This is an optimization exercise on Yosys and OpenROAD, whose aim is small area and a short achievable clock period, not a production implementation. At most, simulation tests tie the RTL to the original design; equivalence was not proved. No functional check of the RTL was part of runs 2 to 4. Power figures rest on the tool's default switching activity, not on a simulated workload.

--- flow/config.mk ---
export PLATFORM = sky130hd
export DESIGN_NAME = fcb_top
export DESIGN_NICKNAME = fcb_top
export VERILOG_FILES = /design/flow/design.v
export SDC_FILE = /design/flow/constraint.sdc
export NUM_CORES = 4
export LEC_CHECK = 0
export CAP_MARGIN = 20
export CORE_MARGIN = 2
export CORE_UTILIZATION = 70
export PLACE_DENSITY = 0.85
export SETUP_SLACK_MARGIN = 3.8
export SLEW_MARGIN = 20
export SYNTH_HIERARCHICAL = 1
export SYNTH_MINIMUM_KEEP_SIZE = 0
--- flow/constraint.sdc ---
create_clock -name core_clock -period 8.0 [get_ports {clk}]
set_input_delay 1.6000 -clock core_clock [delete_from_list [all_inputs] [get_ports {clk}]]
set_output_delay 1.6000 -clock core_clock [all_outputs]
set_load 0.01 [all_outputs]
--- flow/design.v ---
`default_nettype none
package fcb_pkg;
    typedef struct packed {
        logic [2:0]  address;
        logic [31:0] data;
        logic [3:0]  select;
        logic        stb;
        logic        we;
        logic        cyc;
    } wb_req_t;
    typedef struct packed {
        logic [29:0] reserved;
        logic        readback_en;
        logic        program_en;    
    } fcb_ctrl_t;
    typedef union packed {
        logic [31:0] raw;
        fcb_ctrl_t   fields;
    } fcb_ctrl_u;
    typedef struct packed {
        logic [26:0] reserved;
        logic        overrun;
        logic        checksum_mismatch;
        logic        checksum_match;
        logic        bitstream_done;
        logic        word_done;     
    } fcb_status_t;
    typedef struct packed {
        logic cfg_bit;
        logic shift;
    } chain_t;
endpackage
`default_nettype wire
`timescale 1ns/1ps
`default_nettype none
module fcb_rdmux (
    input  wire [2:0]   bus_address,
    input  wire         bus_stb,
    input  wire         bus_we,
    input  wire [3:0]  ctrl,
    input  wire [3:0]  data_word,
    input  wire [3:0]  length,
    input  wire [3:0]  expected,
    input  wire [3:0]  status,
    input  wire [3:0]  rdbk_word,
    output logic [3:0] rd_data
);
    wire       rd_en = bus_stb & ~bus_we;
    wire [7:0] rsel  = rd_en ? (8'd1 << bus_address) : 8'd0;
    assign rd_data = ({4{rsel[0]}} & ctrl) | ({4{rsel[1]}} & data_word) |
                     ({4{rsel[2]}} & length) | ({4{rsel[3]}} & expected) |
                     ({4{rsel[4]}} & status) | ({4{rsel[5]}} & rdbk_word);
endmodule
`default_nettype wire
`timescale 1ns/1ps
`default_nettype none
module fcb_top (
    input  wire                                       clk,
    input  wire                                       reset,
    input  wire [2:0]                                 bus_address,
    input  wire [31:0]                                bus_data,
    input  wire [3:0]                                 bus_select,
    input  wire                                       bus_stb,
    input  wire                                       bus_we,
    input  wire                                       bus_cyc,
    output logic [31:0]                               rd_data,
    output logic [8*32-1:0]  config_bits,
    output logic                                      global_reset
);
    localparam int NB = 8*32;
    localparam logic [1:0] S_IDLE = 2'd0, S_SHIFT = 2'd1, S_DONE = 2'd2;
    logic [31:0] ctrl, data_word, length, expected, rdbk_word;
    logic        prog_q, rb_q, data_wr;
    logic        st_word_done, st_done, st_match, st_mismatch, st_overrun;
    logic        word_done_p, done_p, overrun_p, match_p, mismatch_p;
    wire wr_en     = bus_stb & bus_we & bus_cyc;
    wire prog_rise = ctrl[0] & ~prog_q;
    wire rb_rise   = ctrl[1] & ~rb_q;
    function automatic logic [31:0] merge_bytes(input logic [31:0] old_val,
                                                input logic [31:0] new_val,
                                                input logic [3:0]  sel);
        logic [31:0] res;
        for (int i = 0; i < 4; i++)
            res[8*i +: 8] = sel[i] ? new_val[8*i +: 8] : old_val[8*i +: 8];
        merge_bytes = res;
    endfunction
    always_ff @(posedge clk or negedge reset) begin
        if (!reset) begin
            ctrl      <= '0;
            data_word <= '0;
            length    <= '0;
            expected  <= '0;
            data_wr   <= 1'b0;
            prog_q    <= 1'b0;
            rb_q      <= 1'b0;
            st_word_done <= 1'b0;
            st_done      <= 1'b0;
            st_match     <= 1'b0;
            st_mismatch  <= 1'b0;
            st_overrun   <= 1'b0;
        end else begin
            prog_q  <= ctrl[0];
            rb_q    <= ctrl[1];
            data_wr <= wr_en && (bus_address == 3'd1);
            if (wr_en && (bus_address == 3'd0)) ctrl      <= merge_bytes(ctrl, bus_data, bus_select);
            if (wr_en && (bus_address == 3'd1)) data_word <= merge_bytes(data_word, bus_data, bus_select);
            if (wr_en && (bus_address == 3'd2))  length    <= merge_bytes(length, bus_data, bus_select);
            if (wr_en && (bus_address == 3'd3))  expected  <= merge_bytes(expected, bus_data, bus_select);
            st_word_done <= word_done_p | (st_word_done & ~(prog_rise | data_wr));
            st_done      <= done_p      | (st_done      & ~prog_rise);
            st_match     <= match_p     | (st_match     & ~(prog_rise | rb_rise));
            st_mismatch  <= mismatch_p  | (st_mismatch  & ~(prog_rise | rb_rise));
            st_overrun   <= overrun_p   | (st_overrun   & ~prog_rise);
        end
    end
    wire [31:0] status_w = {27'd0, st_overrun, st_mismatch, st_match, st_done, st_word_done};
    for (genvar g = 0; g < 8; g++) begin : g_rd
        fcb_rdmux i_rdmux (
            .bus_address (bus_address),
            .bus_stb     (bus_stb),
            .bus_we      (bus_we),
            .ctrl        (ctrl[4*g +: 4]),
            .data_word   (data_word[4*g +: 4]),
            .length      (length[4*g +: 4]),
            .expected    (expected[4*g +: 4]),
            .status      (status_w[4*g +: 4]),
            .rdbk_word   (rdbk_word[4*g +: 4]),
            .rd_data     (rd_data[4*g +: 4])
        );
    end
    assign global_reset = st_done;
    logic [1:0]  state;
    logic [31:0] tc1;
    logic [31:1] shift_word;
    logic        load;
    logic        running;
    logic        head_bit, head_shift;
    logic [NB-1:0] chain;
    wire st_idle   = (state == S_IDLE);
    wire st_shift  = (state == S_SHIFT);
    wire st_dn     = (state == S_DONE);
    wire start     = data_wr & ctrl[0] & st_idle;
    wire shift_now = start | st_shift;
    wire last_bit  = (tc1 == length);
    wire word_end  = (tc1[4:0] == 5'd0);
    assign load = done_p;
    always_ff @(posedge clk or negedge reset) begin
        if (!reset) begin
            state       <= S_IDLE;
            word_done_p <= 1'b0;
            done_p      <= 1'b0;
            overrun_p   <= 1'b0;
        end else begin
            word_done_p <= shift_now & (word_end | last_bit);
            done_p      <= shift_now & last_bit;
            overrun_p   <= data_wr & st_shift;
            case (state)
                S_IDLE:  if (!prog_rise && start) state <= last_bit ? S_DONE : S_SHIFT;
                S_SHIFT: if (last_bit) state <= S_DONE;
                         else if (word_end) state <= S_IDLE;
                S_DONE:  if (prog_rise) state <= S_IDLE;
                default: state <= S_IDLE;
            endcase
        end
    end
    always_ff @(posedge clk) begin
        if (prog_rise && !st_shift)
            tc1 <= 32'd1;
        else if (shift_now)
            tc1 <= tc1 + 32'd1;
        shift_word <= st_idle ? data_word[30:0] : {shift_word[30:1], 1'b0};
    end
    assign head_bit   = st_dn ? chain[NB-1] : (st_idle ? data_word[31] : shift_word[31]);
    assign head_shift = st_dn ? running : shift_now;
    always_ff @(posedge clk or negedge reset) begin
        if (!reset)
            chain <= '0;
        else if (head_shift)
            chain <= {chain[NB-2:0], head_bit};
    end
    always_ff @(posedge clk or negedge reset) begin
        if (!reset)
            config_bits <= '0;
        else if (load)
            config_bits <= chain;
    end
    logic [31:0] cnt1;
    logic        byte_vld, pf, fresh;
    logic [2:0]  fin;
    logic [7:0]  bacc;
    logic [15:0] sum_a, sum_bp;
    logic [7:0]  bval;
    wire tail     = chain[NB-1];
    wire rb_start = ctrl[1] & ~rb_q & st_done & ~running & (length != 32'd0);
    wire last     = (cnt1 == length);
    wire [2:0] bit_idx = cnt1[2:0] - 3'd1;
    always_comb begin
        for (int j = 0; j < 8; j++) begin
            if (bit_idx == 3'(7 - j))
                bval[j] = tail;
            else if (bit_idx > 3'(7 - j))
                bval[j] = bacc[j];
            else
                bval[j] = 1'b0;
        end
    end
    logic [16:0] a_s, a_t, b_s, b_u, cs_s, cs_c;
    logic [15:0] a_mod, b_mod, b_true;
    always_comb begin
        a_s   = {1'b0, sum_a} + {9'd0, bacc};
        a_t   = a_s - 17'(65521);
        a_mod = a_t[16] ? a_s[15:0] : a_t[15:0];
        b_s   = {1'b0, sum_bp} + {1'b0, sum_a};
        cs_s  = {1'b0, sum_bp ^ sum_a ^ 16'd15};
        cs_c  = {(sum_bp & sum_a) | ((sum_bp | sum_a) & 16'd15), 1'b0};
        b_u   = cs_s + cs_c;
        b_mod = b_u[16] ? b_u[15:0] : b_s[15:0];
        b_true = pf ? b_mod : sum_bp;
    end
    always_ff @(posedge clk or negedge reset) begin
        if (!reset) begin
            running    <= 1'b0;
            byte_vld   <= 1'b0;
            fin        <= '0;
            match_p    <= 1'b0;
            mismatch_p <= 1'b0;
            rdbk_word  <= '0;
            pf         <= 1'b0;
            fresh      <= 1'b1;
        end else begin
            if (running)
                rdbk_word <= {rdbk_word[30:0], tail};
            byte_vld <= running & ((bit_idx == 3'd7) | last);
            fin      <= {fin[1:0], running & last};
            if (rb_start)
                running <= 1'b1;
            else if (running & last)
                running <= 1'b0;
            pf <= byte_vld;
            if (byte_vld)
                fresh <= 1'b0;
            else if (rb_start)
                fresh <= 1'b1;
            match_p    <= fin[2] & ({sum_bp, sum_a} == expected);
            mismatch_p <= fin[2] & ({sum_bp, sum_a} != expected);
        end
    end
    always_ff @(posedge clk) begin
        if (rb_start)
            cnt1 <= 32'd1;
        else if (running)
            cnt1 <= cnt1 + 32'd1;
        if (running)
            bacc <= bval;
        if (byte_vld)
            sum_a <= fresh ? {8'd0, bacc} + 16'd1 : a_mod;
        if (byte_vld && fresh)
            sum_bp <= '0;
        else if (pf)
            sum_bp <= b_mod;
    end
endmodule
`default_nettype wire
--- flow/flow/run.sh ---
#!/bin/bash
# The standard layout (standard.sh), with two changes:
#  - port buffers are buf_1 cells (buffer_ports -buffer_cell)
#  - clock tree synthesis inserts no dummy loads
# Each tool's output is kept in this folder: standard.log (make) and the
# ORFS logs under orfs/logs/.
export BUFFER_PORTS_ARGS="-buffer_cell sky130_fd_sc_hd__buf_1"
export CTS_ARGS="-sink_clustering_enable -repair_clock_nets -sink_clustering_size 32 -sink_clustering_max_diameter 50 -buf_list sky130_fd_sc_hd__clkbuf_16 -dont_use_dummy_load"
bash standard.sh > standard.log 2>&1
--- flow/standard.sh ---
#!/bin/bash
# synth_recipe.tcl (not shown) runs the flow's synth.tcl, then flattens the netlist and writes it again
# the make line also repeats each setting of config.mk as NAME=value (left out here)
make -C /OpenROAD-flow-scripts/flow DESIGN_CONFIG=/design/flow/config.mk WORK_HOME=/design/flow/orfs CLKGATE_MAP_FILE= SYNTH_SCRIPT=/design/flow/synth_recipe.tcl "${@:-finish}"
==> results of run 1 <==
==> cell families (layout without fill, tap and decap cells) <==
family                     count (synthesis)  after routing
and+or+nand+nor                          412            412
DFF                                      829            829
xor gates and xnor gates                 199            199
adders and majority gates                 66             66
AOI/OAI and AO/OA                        205            206
buffers and inverters                    149            457
muxes                                    783            783
other                                      1             27
==> per-stage QoR <==
stage | std cells | util | setup WS [ns]
floorplan | 2670 | - | 3.93
global placement | 3591 | 0.747 | 2.90
detailed placement | 3591 | 0.747 | 2.82
CTS | 3657 | 0.781 | 3.73
global route | 3659 | 0.782 | 3.73
finish | 3659 | 0.782 | 3.74
==> per-module statistics from Yosys (local to each module, per instance) <==
module	cells	flops+latches
fcb_rdmux	15	0
fcb_top	2524	829
==> critical path: stages <==
cell and delay [ns]:
clkbuf_16 0.14, mux4_2 0.51, a22o_4 0.29, buf_6 0.12
==> power breakdown <==
part | switching [mW] | leakage (nW) | internal [mW]
Sequential | 0.187 | 10.7 | 4.32
Clock | 1.36 | 0.739 | 1.31
Combinational | 0.401 | 7.37 | 0.349
Total | 1.94 | 18.8 | 5.99
==> state kept, by name (all words and copies together) (netlist names), 2 cells and up <==
name / count
chain: 256
config_bits: 256
sum_bp: 16
bacc: 8
rdbk_word: 32
ctrl: 32
sum_a: 16
shift_word: 31
cnt1: 32
fin: 3
state: 2
tc1: 32
expected: 32
data_word: 32
length: 32
==> what timing repair did <==
item,4_1_cts,5_1_grt
endpoints found under the setup margin,60,233
resized for setup,36,26
pin swaps,16,11
gates cloned,5,2
buffers inserted,1,0
==> per-layer routing <==
| metal | vias to the layer above | global-route usage | share of wire |
|---|---|---|---|
| li1 | 10106 | - | - |
| met1 | 11642 | 0.423 | 0.39 |
| met2 | 795 | 0.545 | 0.49 |
| met3 | 234 | 0.0697 | 0.071 |
| met4 | 0 | 0.142 | 0.047 |
| met5 | - | 0 | 0 |
==> cells in the final DEF (no fill, tap or decap), types with 10 or more instances in the layout <==
master	Yosys	routed
xor2_1	52	51
buf_4	1	17
nor4_1	23	23
dfxtp_1	111	111
conb_1	1	27
edfxtp_1	24	24
dfrtp_1	693	691
ha_1	53	53
o21ai_0	35	35
mux4_2	32	32
inv_1	39	39
fa_1	13	13
nand3_1	37	37
xnor2_1	147	146
a31oi_1	12	12
or3_1	10	10
buf_2	3	13
a21o_1	18	18
buf_1	5	297
nor3_1	23	23
a211oi_1	11	11
clkbuf_2	1	14
nor2_1	107	106
mux2i_1	15	15
and3_1	26	26
nand4_1	42	42
nand2_1	83	83
mux2_2	736	736
a21oi_1	49	48
a22o_1	33	32
clkbuf_16	0	64
==> layout make-up <==
| type | count | area (sq um) |
|---|---|---|
| Tap cell | 680 | 851 |
| Fill cell | 3123 | 11200 |
| Clock buffer | 60 | 1500 |
| Inverter | 39 | 146 |
| Multi-Input combinational cell | 1693 | 15600 |
| Timing Repair Buffer | 358 | 1670 |
| Sequential cell | 829 | 20300 |
==> final timing paths <==
path	from	endpoint	slack, ns	cells after the start
worst min register to register	fin[0]$_DFF_PN0_	fin[1]$_DFF_PN0_	0.36	0
worst max-delay path	bus_address[0]	rd_data[27]	3.74	4
max in group asynchronous	reset	config_bits[204]$_DFFE_PN0P_	5.19	3
worst min-delay path	fin[0]$_DFF_PN0_	fin[1]$_DFF_PN0_	0.36	0
worst max register to register	sum_a[3]$_DFFE_PP_	sum_bp[11]$_SDFFE_PP0P_	3.99	12
min in group asynchronous	reset	length[15]$_DFFE_PN0P_	1.06	1
==> metrics.csv, run 1 <==
metric;value;unit
outcome;complete, no violations;
Netlist cell types;72;
dominant cell type by area after synthesis;dfrtp_1;
Die Y-Extent;232;um
top cells by count, synth;mux2_2 (736), dfrtp_1 (693), xnor2_1 (147);
DP HPWL;61.4;mm
Mean Syn Cell Area;13.8;sq um
Die W;232;um
number of synthesized flops with an enable pin;24;
Vias;22777;
Pwr Density;198;nW/um^2
DP Area;38300;sq um
Worst-Skew Late Latency;0.66;ns
Crit Path Class;primary input to output port;
worst slew pin tran;0.983;ns
largest family of logic cells by synthesized area;multiplexers;
io pins;333;
setup TNS;0;ns
Synth Area in XOR/XNOR;0.0479;
starting density of the core;0.709;
Slew HR;0.345;
RSZ-0062 raised after global routing;true;
Pwr Total;7.93;mW
crit start category;primary input;
VDD IR max;0.000189;V
Hold Path Class;flip-flop to flip-flop;
Vias/cell;6.22;
post-synthesis adder-cell area fraction;0.0254;
global-route wire length before repair;136;mm
yosys warns;7;
GPL Wtd Cong;1.00;
wirelength, routed;88.3;mm
Final setup viols;0;
Syn Inst Count;2644;
ys async rst share;0.837;
mux contribution to synthesized area;0.252;
Leak;18.8;nW
Total GRT Usage;0.329;
Synth top area share;0.477;
Congestion Overflow GR;0;
TritonCTS clock tree;done;
WP data required;6.40;ns
antenna cell count;0;
share of layout cells above drive strength 1;0.313;
vias in the first global route;23559;
Critical Path Fanout Max;7;
root buf cell;clkbuf_16;
Final Hold Viols;0;
Post-route DRC;0;
final hold slack;0.359;ns
synthesized area;36400;sq um
CTS Buf Count;60;
Compound-Gate Fraction of Synth Area;0.0397;
maxcap violations;0;
largest net degree at the start of global routing;179;
sequential area share after synthesis;0.558;
design area;40100;sq um
Die ar.;53800;sq um
crit path time final;4.26;ns
routed length per instance;24.1;um
clk sinks;829;
H-tree depth;2;
post-synthesis simple-gate area fraction;0.0593;
Port-buffer cells;332;
initial drt markers;1567;
Final Cycle Share;0.533;
initial antenna violation count;0;
post-cts hold buffer count;0;
Rows;83;
FMAX;0.235;GHz
area growth from synthesis to layout;10.3;%
Routed Antenna Nets;0;
Clock transition at path regs;0.07;ns
Core Box Area;51300;sq um
Pre-antenna DRT Iters;5;
clk buf depth;3;
Max Slew Vio Count;0;
ranking of synthesized cells by area;dfrtp_1 (48%), mux2_2 (23%), dfxtp_1 (6.1%);
nets;3091;
crit path DAT;2.66;ns
Crit. End Element;output port;
Final Skew;0.0782;ns
most frequent cell after synthesis;mux2_2;
Top FF cell, synth;dfrtp_1;
Yosys reg bits;829;
==> run 2: changes to the inputs <==
--- a/flow/design.v
+++ b/flow/design.v
@@ -45,11 +45,17 @@
     input  wire [3:0]  rdbk_word,
     output logic [3:0] rd_data
 );
-    wire       rd_en = bus_stb & ~bus_we;
-    wire [7:0] rsel  = rd_en ? (8'd1 << bus_address) : 8'd0;
-    assign rd_data = ({4{rsel[0]}} & ctrl) | ({4{rsel[1]}} & data_word) |
-                     ({4{rsel[2]}} & length) | ({4{rsel[3]}} & expected) |
-                     ({4{rsel[4]}} & status) | ({4{rsel[5]}} & rdbk_word);
+    logic [3:0] rd_lo, rd_hi;
+    always_comb begin
+        case (bus_address[1:0])
+            2'd0:    rd_lo = ctrl;
+            2'd1:    rd_lo = data_word;
+            2'd2:    rd_lo = length;
+            default: rd_lo = expected;
+        endcase
+        rd_hi   = bus_address[1] ? 4'd0 : (bus_address[0] ? rdbk_word : status);
+        rd_data = (bus_stb & ~bus_we) ? (bus_address[2] ? rd_hi : rd_lo) : 4'd0;
+    end
 endmodule
 `default_nettype wire
 `timescale 1ns/1ps
==> flow/flow/run.sh (replaced) <==
#!/bin/bash
# The standard layout (standard.sh), with two changes:
#  - port buffers are buf_1 cells (buffer_ports -buffer_cell)
#  - clock tree synthesis inserts no dummy loads
# Each tool's output is kept in this folder: standard.log (make) and the
# ORFS logs under orfs/logs/.
export BUFFER_PORTS_ARGS="-buffer_cell sky130_fd_sc_hd__buf_1"
export CTS_ARGS="-sink_clustering_enable -repair_clock_nets -sink_clustering_size 24 -sink_clustering_max_diameter 60 -buf_list sky130_fd_sc_hd__clkbuf_16 -dont_use_dummy_load"
bash standard.sh > standard.log 2>&1
==> metrics.csv, run 2 <==
metric;value;unit;change
outcome;complete, no violations;;
DP Cell Count;3619;;+0.78%
crit path time final;4.50;ns;+0.234 ns
Critical Path Fanout Max;7;;unchanged
Port-buffer cells;332;;unchanged
Slowest cell on crit path;mux4_1;;
Fillers;2970;;-4.9%
Total GRT Usage;0.324;;-0.00544
Die W;232;um;about the same
Final Cycle Share;0.562;;+0.0293
crit path DAT;2.90;ns;+0.24 ns
Hold Path Class;flip-flop to flip-flop;;
Final Hold Viols;0;;unchanged
number of synthesized flops with an enable pin;24;;unchanged
setup TNS;0;ns;unchanged
Routed Antenna Nets;0;;unchanged
clk sinks;829;;unchanged
wirelength, routed;87.1;mm;-1.3%
Post-Place Worst Slack;3.23;ns;+0.413 ns
register share of total power;0.599;;+0.030
footprint of the multi-input gates;15600;sq um;-0.10%
root buf cell;clkbuf_16;;
Worst-Skew Late Latency;0.62;ns;-0.04 ns
Max Slew Vio Count;0;;unchanged
Die Y-Extent;232;um;about the same
Final setup viols;0;;unchanged
Leak;18.7;nW;-0.70%
CTS Buf Count;49;;-18%
Reg area;20300;sq um;about the same
ranking of synthesized cells by area;dfrtp_1 (48%), mux2_2 (23%), dfxtp_1 (6.1%);;
dominant cell type by area after synthesis;dfrtp_1;;
share of layout cells above drive strength 1;0.315;;+0.00204
Clock transition at path regs;0.07;ns;about the same
Syn Inst Count;2674;;+1.1%
Slew HR;0.268;;-0.0769
combinational group share of total power;0.081;;-0.014
Sw Share;0.240;;-0.00489
synthesized area;36400;sq um;about the same
VDD IR max;0.000191;V;+1.2%
DP Area;38300;sq um;about the same
post-cts hold buffer count;0;;unchanged
Crit Path Class;primary input to output port;;
Die ar.;53800;sq um;about the same
Post-route DRC;0;;unchanged
RSZ-0062 raised after global routing;true;;
io pins;333;;unchanged
Netlist cell types;78;;+8.3%
Mean Syn Cell Area;13.6;sq um;-1.1%
Congestion Overflow GR;0;;unchanged
sequential area share after synthesis;0.558;;about the same
Finished Layout Cells;3682;;+0.63%
maxcap violations;0;;unchanged
TritonCTS clock tree;done;;
design area;40000;sq um;-0.31%
H-tree depth;2;;unchanged
routed length per instance;23.6;um;-2.0%
crit start category;primary input;;
GPL Wtd Cong;0.992;;-0.85%
Synth top area share;0.477;;about the same
Pre-antenna DRT Iters;6;;+1
vias in the first global route;23745;;+0.79%
cell repeated most along the worst path;clkbuf_16;;
Vias/cell;6.23;;about the same
most frequent cells in the layout;mux2_2 (735), dfrtp_1 (691), buf_1 (303), nor2_1 (137), xnor2_1 (136);;
Crit. End Element;output port;;
ys async rst share;0.837;;unchanged
starting density of the core;0.709;;about the same
Yosys reg bits;829;;unchanged
DP HPWL;59.2;mm;-3.6%
nets;3113;;+0.71%
Final Skew;0.0576;ns;-0.0206 ns
Largest regs;chain x256, config_bits x256;;
initial drt markers;1903;;+21%
final core occ;0.780;;-0.00244
Final WS setup;3.50;ns;-0.234 ns
largest net degree at the start of global routing;197;;+10%
commonest non-fill, non-tap cell in the layout;mux2_2;;
clk buf depth;3;;unchanged
Cell Chain, Critical Path;clkbuf_16, clkbuf_16, mux4_1, a22oi_2, nor2_1, buf_1;;
met3 GRT Util;0.0912;;+0.0215
area growth from synthesis to layout;9.93;%;
WP data required;6.40;ns;about the same
global-route wire length before repair;135;mm;-1.3%
yosys warns;8;;+1
top cells by count, synth;mux2_2 (735), dfrtp_1 (693), nor2_1 (138);;
Vias;22926;;+0.65%
Pwr Density;187;nW/um^2;-5.2%
FMAX;0.222;GHz;-5.2%
worst slew pin tran;1.10;ns;+0.115 ns
GRT busiest layer;met2;;
P_int;5.70;mW;-4.9%
slowest cell delay on critical path;0.59;ns;+0.08 ns
Core Box Area;51300;sq um;unchanged
GR Util met1;0.405;;-0.0184
Top FF cell, synth;dfrtp_1;;
most frequent cell after synthesis;mux2_2;;
initial antenna violation count;2;;+2
switching pwr;1.80;mW;-7.3%
M2 GR Usage;0.526;;-0.0186
Rows;83;;unchanged
clock network power share;0.320;;-0.017
run 2: cell types whose count changed in the layout (fill, tap and decap cells not counted), moves of 9 or more:
cell       delta
clkbuf_16    -12
buf_2         -9
nor2_1       +31
a22o_1       -32
inv_1        +10
xnor2_1      -10
nand2b_1      +9
a22oi_2      +29
run 2: repair_timing:
action,CTS,global route
endpoints found under the setup margin,32,41
pin swaps,1,6
hold endpoints to repair,0,0
cloned,7,2
resized for setup,36,72
buffers inserted,1,2
run 2: routing by layer:
metal	vias up	wire length [um]
met5	-	12
met2	894	41800
met4	2	4450
li1	10143	-
met3	240	7650
met1	11647	33100
run 2: power groups by stage:
| stage | registers (mW) | clock network, mW | logic, mW |
|---|---|---|---|
| floorplan | 4.47 | 0 | 0.386 |
| global placement | 4.55 | 0 | 0.529 |
| detailed placement | 4.56 | 0 | 0.553 |
| CTS | 4.47 | 2.43 | 0.583 |
| global route | 4.49 | 2.59 | 0.664 |
| finish | 4.49 | 2.40 | 0.610 |
run 2: metrics by stage:
stage / hold WS [ns] / power, mW
global route: 0.358 / 7.74
finish: 0.354 / 7.50
global placement: 0.335 / 5.08
detailed placement: 0.341 / 5.11
floorplan: 0.331 / 4.85
CTS: 0.356 / 7.48
run 2: cells by family after synthesis:
| group | after synthesis | share of synthesized area |
|---|---|---|
| adders and majority gates | 66 | 0.0254 |
| muxes | 781 | 0.254 |
| other | 1 | 0.000103 |
| and+or+nand+nor | 452 | 0.0629 |
| xor gates and xnor gates | 192 | 0.0462 |
| DFF | 829 | 0.558 |
| AOI/OAI and AO/OA | 196 | 0.0356 |
| buffers and inverters | 157 | 0.0173 |
run 2: worst max-delay path, delay by kind of cell:
kind                   cells  cell delay [ns]
muxes                      1             0.59
buffers and inverters      3             0.49
AOI/OAI and AO/OA          1             0.15
and+or+nand+nor            1             0.06
run 2: layout make-up:
type                            count  area share
Timing Repair Buffer              360      0.0449
Inverter                           49     0.00460
Clock buffer                       49      0.0307
Sequential cell                   829       0.508
Multi-Input combinational cell   1714       0.391
Antenna cell                        1   0.0000626
Tap cell                          680      0.0213
run 2: final timing paths:
| kind | start | end | slack, ns | cells past startpoint |
|---|---|---|---|---|
| hold reg to reg | fin[1]$_DFF_PN0_ | fin[2]$_DFF_PN0_ | 0.35 | 0 |
| setup reg to reg | sum_a[0]$_DFFE_PP_ | sum_a[5]$_DFFE_PP_ | 4.01 | 11 |
| min in group asynchronous | reset | chain[112]$_DFFE_PN0P_ | 1.09 | 1 |
| hold / removal | fin[1]$_DFF_PN0_ | fin[2]$_DFF_PN0_ | 0.35 | 0 |
| setup / recovery | bus_address[2] | rd_data[1] | 3.50 | 6 |
| max in group asynchronous | reset | chain[14]$_DFFE_PN0P_ | 5.42 | 2 |
run 2: Yosys stat by module, one instance, submodules excluded:
module     area [sq um]  times used
fcb_rdmux           220           8
fcb_top           34600           1
==> run 3: changes to the inputs <==
--- a/flow/design.v
+++ b/flow/design.v
@@ -45,17 +45,11 @@
     input  wire [3:0]  rdbk_word,
     output logic [3:0] rd_data
 );
-    logic [3:0] rd_lo, rd_hi;
-    always_comb begin
-        case (bus_address[1:0])
-            2'd0:    rd_lo = ctrl;
-            2'd1:    rd_lo = data_word;
-            2'd2:    rd_lo = length;
-            default: rd_lo = expected;
-        endcase
-        rd_hi   = bus_address[1] ? 4'd0 : (bus_address[0] ? rdbk_word : status);
-        rd_data = (bus_stb & ~bus_we) ? (bus_address[2] ? rd_hi : rd_lo) : 4'd0;
-    end
+    wire       rd_en = bus_stb & ~bus_we;
+    wire [7:0] rsel  = rd_en ? (8'd1 << bus_address) : 8'd0;
+    assign rd_data = ({4{rsel[0]}} & ctrl) | ({4{rsel[1]}} & data_word) |
+                     ({4{rsel[2]}} & length) | ({4{rsel[3]}} & expected) |
+                     ({4{rsel[4]}} & status) | ({4{rsel[5]}} & rdbk_word);
 endmodule
 `default_nettype wire
 `timescale 1ns/1ps
@@ -141,6 +135,8 @@
     logic        load;
     logic        running;
     logic        head_bit, head_shift;
+    logic [1:0]  state_d;
+    logic        hs_q, hs_d, running_d, data_wr_d, prog_en_d;
     logic [NB-1:0] chain;
     wire st_idle   = (state == S_IDLE);
     wire st_shift  = (state == S_SHIFT);
@@ -150,9 +146,24 @@
     wire last_bit  = (tc1 == length);
     wire word_end  = (tc1[4:0] == 5'd0);
     assign load = done_p;
+    always_comb begin
+        state_d = state;
+        case (state)
+            S_IDLE:  if (!prog_rise && start) state_d = last_bit ? S_DONE : S_SHIFT;
+            S_SHIFT: if (last_bit) state_d = S_DONE;
+                     else if (word_end) state_d = S_IDLE;
+            S_DONE:  if (prog_rise) state_d = S_IDLE;
+            default: state_d = S_IDLE;
+        endcase
+        data_wr_d = wr_en && (bus_address == 3'd1);
+        prog_en_d = (wr_en && (bus_address == 3'd0) && bus_select[0]) ? bus_data[0] : ctrl[0];
+        hs_d = (state_d == S_DONE) ? running_d
+                                   : ((data_wr_d & prog_en_d & (state_d == S_IDLE)) | (state_d == S_SHIFT));
+    end
     always_ff @(posedge clk or negedge reset) begin
         if (!reset) begin
             state       <= S_IDLE;
+            hs_q        <= 1'b0;
             word_done_p <= 1'b0;
             done_p      <= 1'b0;
             overrun_p   <= 1'b0;
@@ -160,13 +171,8 @@
             word_done_p <= shift_now & (word_end | last_bit);
             done_p      <= shift_now & last_bit;
             overrun_p   <= data_wr & st_shift;
-            case (state)
-                S_IDLE:  if (!prog_rise && start) state <= last_bit ? S_DONE : S_SHIFT;
-                S_SHIFT: if (last_bit) state <= S_DONE;
-                         else if (word_end) state <= S_IDLE;
-                S_DONE:  if (prog_rise) state <= S_IDLE;
-                default: state <= S_IDLE;
-            endcase
+            state       <= state_d;
+            hs_q        <= hs_d;
         end
     end
     always_ff @(posedge clk) begin
@@ -177,7 +183,7 @@
         shift_word <= st_idle ? data_word[30:0] : {shift_word[30:1], 1'b0};
     end
     assign head_bit   = st_dn ? chain[NB-1] : (st_idle ? data_word[31] : shift_word[31]);
-    assign head_shift = st_dn ? running : shift_now;
+    assign head_shift = hs_q;
     always_ff @(posedge clk or negedge reset) begin
         if (!reset)
             chain <= '0;
@@ -200,6 +206,7 @@
     wire rb_start = ctrl[1] & ~rb_q & st_done & ~running & (length != 32'd0);
     wire last     = (cnt1 == length);
     wire [2:0] bit_idx = cnt1[2:0] - 3'd1;
+    assign running_d = rb_start | (running & ~last);
     always_comb begin
         for (int j = 0; j < 8; j++) begin
             if (bit_idx == 3'(7 - j))
@@ -238,10 +245,7 @@
                 rdbk_word <= {rdbk_word[30:0], tail};
             byte_vld <= running & ((bit_idx == 3'd7) | last);
             fin      <= {fin[1:0], running & last};
-            if (rb_start)
-                running <= 1'b1;
-            else if (running & last)
-                running <= 1'b0;
+            running  <= running_d;
             pf <= byte_vld;
             if (byte_vld)
                 fresh <= 1'b0;
==> metrics.csv, run 3 <==
metric;value;unit;change
H-tree depth;2;;unchanged
Slowest cell on crit path;mux4_2;;
sequential area share after synthesis;0.562;;+0.00362
hold-critical path depth;0;;unchanged
maxcap violations;0;;unchanged
global-route wire length before repair;130;mm;-3.7%
largest net degree at the start of global routing;190;;-3.6%
vias in the first global route;23500;;-1.0%
top cells by count, synth;mux2_2 (733), dfrtp_1 (694), dfxtp_1 (111);;
Die W;231;um;-0.26%
Leak;18.9;nW;+0.92%
Critical Path Fanout Max;8;;+1
VDD IR max;0.000207;V;+8.5%
DP Area;38100;sq um;-0.51%
Synth top area share;0.480;;+0.00320
Post-route DRC;0;;unchanged
Cell Chain, Critical Path;clkbuf_16, buf_16, mux4_2, a22o_1, buf_2;;
yosys warns;7;;-1
Vias/cell;6.21;;-0.22%
Max Slew Vio Count;0;;unchanged
io pins;333;;unchanged
crit path DAT;2.84;ns;-0.06 ns
share of layout cells above drive strength 1;0.308;;-0.00738
Pre-antenna DRT Iters;5;;-1
Port-buffer cells;332;;unchanged
Reg2Reg Setup Slack;3.98;ns;-0.03 ns
Slew HR;0.271;;+0.00346
clk sinks;830;;+0.12%
crit start category;primary input;;
synthesized area;36200;sq um;-0.52%
setup TNS;0;ns;unchanged
dominant cell type by area after synthesis;dfrtp_1;;
Congestion Overflow GR;0;;unchanged
slowest cell delay on critical path;0.51;ns;-0.08 ns
initial antenna violation count;3;;+1
nets;3068;;-1.4%
outcome;complete, no violations;;
starting density of the core;0.707;;-0.00228
ranking of synthesized cells by area;dfrtp_1 (48%), mux2_2 (23%), dfxtp_1 (6.1%);;
Final Cycle Share;0.556;;-0.00635
wirelength, routed;82.2;mm;-5.6%
WP data required;6.40;ns;about the same
Core Box Area;51200;sq um;-0.20%
TritonCTS clock tree;done;;
worst r2r src;sum_a[0]$_DFFE_PP_;;
most frequent cell after synthesis;mux2_2;;
ys async rst share;0.837;;about the same
routed length per instance;22.6;um;-4.5%
FMAX;0.225;GHz;+1.1%
Netlist cell types;69;;-12%
DP HPWL;57.1;mm;-3.5%
root buf cell;clkbuf_16;;
commonest non-fill, non-tap cell in the layout;mux2_2;;
CTS Buf Count;48;;-2.0%
cell depth of the worst flop-to-flop path;10;;-1
Total GRT Usage;0.309;;-0.0146
most frequent cells in the layout;mux2_2 (733), dfrtp_1 (691), buf_1 (295), dfxtp_1 (111), nor2_1 (107);;
Final Skew;0.0705;ns;+0.0129 ns
RSZ-0062 raised after global routing;true;;
DP Cell Count;3581;;-1.1%
Syn Inst Count;2634;;-1.5%
Finished Layout Cells;3640;;-1.1%
Mean Syn Cell Area;13.7;sq um;+0.99%
initial drt markers;1727;;-9.2%
GPL Wtd Cong;0.931;;-6.1%
Final setup viols;0;;unchanged
Hold Path Class;flip-flop to flip-flop;;
number of synthesized flops with an enable pin;24;;unchanged
Yosys reg bits;830;;+0.12%
Crit. End Element;output port;;
Die Y-Extent;231;um;-0.26%
Vias;22614;;-1.4%
area growth from synthesis to layout;9.75;%;
Routed Antenna Nets;0;;unchanged
Worst-Skew Late Latency;0.62;ns;about the same
post-cts hold buffer count;0;;unchanged
Die ar.;53500;sq um;-0.51%
CP Launch Point;bus_address[0];;
FF-to-FF End;sum_a[9]$_SDFFCE_PP0P_;;
Worst Hold Path EP;fin[1]$_DFF_PN0_;;
clk buf depth;3;;unchanged
Rows;83;;unchanged
Clock transition at path regs;0.08;ns;about the same
Top FF cell, synth;dfrtp_1;;
crit path time final;4.44;ns;-0.0508 ns
design area;39700;sq um;-0.69%
Pwr Density;212;nW/um^2;+13%
Largest regs;chain x256, config_bits x256;;
Crit Path Class;primary input to output port;;
Final Hold Viols;0;;unchanged
worst slew pin tran;1.09;ns;-0.00755 ns
hold path startpoint;fin[0]$_DFF_PN0_;;
[run 3: cell types whose count changed after synthesis, sizes merged, moves of 30 or more]
cell | before | now
a22o | 0 | 32
xnor2 | 136 | 97
nor2 | 138 | 108
xor2 | 56 | 100
a22oi | 32 | 2
[run 3: what timing repair did]
action,4_1_cts,5_1_grt
gates resized for setup,81,3
buffers inserted,2,0
gates cloned,5,0
pin swaps,32,1
setup endpoints to repair,32,40
[run 3: routing by layer]
| layer | share of wire | vias up | track usage |
|---|---|---|---|
| met3 | 0.069 | 159 | 0.0611 |
| met2 | 0.50 | 761 | 0.520 |
| li1 | - | 10053 | - |
| met4 | 0.030 | 2 | 0.107 |
| met1 | 0.40 | 11639 | 0.404 |
| met5 | 0.000097 | - | 0 |
[run 3: cells by family (layout without fill, tap and decap cells)]
| group | after synthesis | after routing | synth area share |
|---|---|---|---|
| XOR/XNOR | 197 | 197 | 0.0477 |
| buffers and inverters | 151 | 447 | 0.0174 |
| AND/OR/NAND/NOR | 407 | 407 | 0.0587 |
| flip-flops | 830 | 830 | 0.562 |
| AO/OA/AOI/OAI | 211 | 211 | 0.0392 |
| adder cells (fa/ha/maj) | 66 | 66 | 0.0255 |
| other | 1 | 31 | 0.000104 |
| multiplexers | 771 | 771 | 0.250 |
[run 3: worst max-delay path, delay by kind of cell]
family / cells / cell delay (ns)
muxes: 1 / 0.51
AOI/OAI and AO/OA: 1 / 0.24
buffers and inverters: 3 / 0.46
[run 3: how the worst max path moves through the flow]
stage	endpoint	slack, ns	cells after the start
finish	rd_data[0]	3.56	5
global route	rd_data[6]	3.55	5
floorplan	rd_data[0]	3.93	3
detailed placement	rd_data[28]	2.67	5
global placement	rd_data[28]	2.76	5
CTS	rd_data[0]	3.57	5
[run 3: metrics by stage]
stage	total power, mW	hold slack (ns)	utilization	setup slack (ns)
3_3_place_gp	6.02	0.339	0.745	2.76
3_5_place_dp	6.08	0.345	0.745	2.67
2_1_floorplan	5.65	0.331	-	3.93
6_report	8.41	0.355	0.776	3.56
4_1_cts	8.41	0.365	0.775	3.57
5_1_grt	8.75	0.363	0.776	3.55
[run 3: where the power goes]
group / internal, mW / leakage [nW] / switching (mW)
Combinational: 0.638 / 7.54 / 0.763
Clock: 1.06 / 0.592 / 1.28
Sequential: 4.39 / 10.7 / 0.265
Total: 6.10 / 18.9 / 2.31
[run 3: final cells by class]
class                           count  area (sq um)
Sequential cell                   830         20300
Inverter                           43           161
Antenna cell                        4          10.0
Tap cell                          680           851
Multi-Input combinational cell   1679         15400
Fill cell                        3012         11500
Timing Repair Buffer              356          1750
Clock buffer                       48          1200
[run 3: modules after synthesis, one instance, submodules excluded]
module	area, sq um	cells inside
fcb_top	34600	2514
fcb_rdmux	201	15
==> run 4: changes to the inputs <==
--- a/flow/config.mk
+++ b/flow/config.mk
@@ -7,8 +7,8 @@
 export LEC_CHECK = 0
 export CAP_MARGIN = 20
 export CORE_MARGIN = 2
-export CORE_UTILIZATION = 70
-export PLACE_DENSITY = 0.85
+export CORE_UTILIZATION = 65
+export PLACE_DENSITY = 0.8
 export SETUP_SLACK_MARGIN = 3.8
 export SLEW_MARGIN = 20
 export SYNTH_HIERARCHICAL = 1
==> metrics.csv, run 4 <==
metric;value;unit;change
Congestion Overflow GR;0;;unchanged
setup TNS;0;ns;unchanged
Die ar.;57600;sq um;+7.6%
top cells by count, synth;mux2_2 (733), dfrtp_1 (694), dfxtp_1 (111);;
starting density of the core;0.657;;-0.0500
RSZ-0062 raised after global routing;true;;
Post-Place Worst Slack;2.68;ns;+0.00973 ns
clk sinks;830;;unchanged
Worst-Skew Late Latency;0.61;ns;about the same
GPL Wtd Cong;0.931;;about the same
TritonCTS clock tree;done;;
Vias;22170;;-2.0%
Die W;240;um;+3.7%
Vias/cell;5.98;;-3.7%
Crit. End Element;output port;;
synthesized area;36200;sq um;unchanged
outcome;complete, no violations;;
post-cts hold buffer count;0;;unchanged
H-tree depth;2;;unchanged
Pre-antenna DRT Iters;5;;unchanged
number of synthesized flops with an enable pin;24;;unchanged
Netlist cell types;69;;unchanged
Critical Path Fanout Max;8;;unchanged
area growth from synthesis to layout;9.83;%;about the same
switching pwr;2.32;mW;+0.62%
WP data required;6.40;ns;about the same
wirelength, routed;81.0;mm;-1.4%
Syn Inst Count;2634;;unchanged
Crit Path Class;primary input to output port;;
Finished Layout Cells;3705;;+1.8%
most frequent cell after synthesis;mux2_2;;
Max Slew Vio Count;0;;unchanged
commonest non-fill, non-tap cell in the layout;mux2_2;;
most frequent cells in the layout;mux2_2 (733), dfrtp_1 (691), buf_1 (296), dfxtp_1 (111), nor2_1 (107);;
Yosys reg bits;830;;unchanged
root buf cell;clkbuf_16;;
VDD IR max;0.000194;V;-6.6%
Rows;86;;+3.6%
register share of total power;0.553;;about the same
Final WS setup;3.54;ns;-0.0147 ns
dominant cell type by area after synthesis;dfrtp_1;;
largest net degree at the start of global routing;157;;-17%
Final Hold Viols;0;;unchanged
DP HPWL;56.6;mm;-0.86%
final core occ;0.722;;-0.0543
ys async rst share;0.837;;unchanged
Final Skew;0.0425;ns;-0.0280 ns
clock network power share;0.280;;about the same
Core Box Area;55100;sq um;+7.6%
Fillers;3652;;+21%
Largest regs;chain x256, config_bits x256;;
P_int;6.10;mW;about the same
io pins;333;;unchanged
Hold Path Class;flip-flop to flip-flop;;
Post-route DRC;0;;unchanged
yosys warns;7;;unchanged
Die Y-Extent;240;um;+3.7%
Final setup viols;0;;unchanged
Mean Syn Cell Area;13.7;sq um;unchanged
initial antenna violation count;3;;unchanged
routed length per instance;21.9;um;-3.1%
worst slew pin tran;1.07;ns;-0.0205 ns
ranking of synthesized cells by area;dfrtp_1 (48%), mux2_2 (23%), dfxtp_1 (6.1%);;
crit start category;primary input;;
FMAX;0.224;GHz;-0.33%
crit path DAT;2.86;ns;+0.02 ns
Synth top area share;0.480;;unchanged
Sw Share;0.276;;+0.00130
share of layout cells above drive strength 1;0.308;;+0.000443
Leak;18.8;nW;about the same
Slew HR;0.287;;+0.0153
CTS Buf Count;48;;unchanged
global-route wire length before repair;128;mm;-0.94%
Pwr Density;212;nW/um^2;about the same
vias in the first global route;22955;;-2.3%
Routed Antenna Nets;0;;unchanged
Clock transition at path regs;0.09;ns;about the same
nets;3067;;-0.033%
Final Cycle Share;0.557;;+0.00184
Total GRT Usage;0.285;;-0.0238
crit path time final;4.46;ns;+0.0147 ns
combinational group share of total power;0.167;;about the same
clk buf depth;3;;unchanged
maxcap violations;0;;unchanged
Port-buffer cells;332;;unchanged
sequential area share after synthesis;0.562;;unchanged
Top FF cell, synth;dfrtp_1;;
DP Cell Count;3649;;+1.9%
initial drt markers;1476;;-15%
==> run 4: cell count changes in the layout (fill, tap and decap cells not counted), moves of 2 or more <==
| cell | previous run | this run |
|---|---|---|
| buf_2 | 23 | 29 |
| buf_6 | 7 | 2 |
| buf_4 | 15 | 13 |
| diode_2 | 4 | 2 |
==> run 4: what timing repair did <==
action | CTS | global route
pin swaps | 22 | 1
gates resized for setup | 64 | 7
setup buffers | 2 | 0
endpoints found under the setup margin | 32 | 44
cloned | 4 | 0
==> run 4: area by class of cell <==
type / count / area [sq um] / share of cell area
clock buffer: 48 / 1200 / 0.0302
antenna: 2 / 5.00 / 0.000126
sequential: 830 / 20300 / 0.512
inverter: 43 / 161 / 0.00406
multi-input combinational: 1679 / 15400 / 0.388
tap: 748 / 936 / 0.0235
timing repair buffer: 355 / 1690 / 0.0424
==> run 4: metrics by stage <==
stage               area (sq um)  hold slack (ns)  total power [mW]
finish                     39800            0.329              8.42
global route               39800            0.336              8.79
CTS                        39700            0.345              8.45
detailed placement         38200            0.340              6.10
global placement           38200            0.336              6.04
floorplan                  36300            0.331              5.65
==> run 4: power groups by stage <==
stage	clock network, mW	registers (mW)	logic [mW]
floorplan	0	4.59	1.05
global placement	0	4.72	1.33
detailed placement	0	4.73	1.37
CTS	2.41	4.64	1.39
global route	2.56	4.68	1.56
finish	2.36	4.65	1.41
==> run 4: worst max-delay path, cell delays in order <==
cell	delay, ns
clkbuf_16	0.15
buf_16	0.15
mux4_2	0.56
a22o_1	0.25
buf_6	0.13
==> run 4: final timing paths <==
kind                                           end  depth (start not counted)  slack (ns)               start
max in group asynchronous   chain[172]$_DFFE_PN0P_                          3        5.07               reset
min in group asynchronous      ctrl[6]$_DFFE_PN0P_                          1        1.13               reset
min reg2reg                       fin[2]$_DFF_PN0_                          0        0.33    fin[1]$_DFF_PN0_
max reg2reg                sum_a[15]$_SDFFCE_PP0P_                         10        4.11  sum_a[0]$_DFFE_PP_
min                               fin[2]$_DFF_PN0_                          0        0.33    fin[1]$_DFF_PN0_
max                                     rd_data[6]                          5        3.54      bus_address[0]
==> run 4: cell families (layout without fill, tap and decap cells) <==
kind of cell / count (synthesis) / in the layout / share of synthesized area
adders and majority gates: 66 / 66 / 0.0255
other: 1 / 29 / 0.000104
DFF: 830 / 830 / 0.562
xor gates and xnor gates: 197 / 197 / 0.0477
muxes: 771 / 771 / 0.250
buffers and inverters: 151 / 446 / 0.0174
and+or+nand+nor: 407 / 407 / 0.0587
AOI/OAI and AO/OA: 211 / 211 / 0.0392
==> run 4: modules after synthesis, one instance, submodules excluded <==
module / flops+latches / area (sq um) / cells / times used
fcb_top: 830 / 34600 / 2514 / 1
fcb_rdmux: 0 / 201 / 15 / 8
==> run 4: per-layer routing <==
layer,vias up,global-route usage,share of wire
li1,10046,-,-
met1,11323,0.380,0.41
met2,644,0.465,0.49
met3,155,0.0644,0.070
met4,2,0.0994,0.031
met5,-,0,0.000099

-- re-timing with driven ports --
The flow's constraints put no driver on any port. The routed layouts listed below were extracted and timed again, unchanged, in two steps.
Step 1 assumes that a clkbuf_16 drives the clock port and a buf_2 every other input.
Step 2 also shifts input and output timing later by t, the mid clock arrival at the registers, as if the neighbouring blocks saw the same clock.
a / b / c = ideal / step 1 / step 2; a / b = the first two.
run | t (ns) | slack for setup (ns) | hold WS [ns] | clock arrival spread, ns | worst data-port slew with drivers (ns)
run 1 | 0.679 | 3.739 / 3.434 / 3.434 | 0.359 / 0.359 / 0.359 | 0.078 / 0.078 | 0.30
run 2 | 0.661 | 3.505 / 3.441 / 3.441 | 0.354 / 0.354 / 0.354 | 0.067 / 0.067 | 0.09
run 3 | 0.651 | 3.555 / 3.418 / 3.418 | 0.355 / 0.355 / 0.355 | 0.074 / 0.074 | 0.13
run 4 | 0.655 | 3.541 / 3.410 / 3.410 | 0.329 / 0.329 / 0.329 | 0.047 / 0.046 | 0.12
After both steps every run listed still meets setup and hold. For run 1, which loses most, drivers alone change the setup slack by -0.305 ns; drivers and shift together by -0.305 ns.
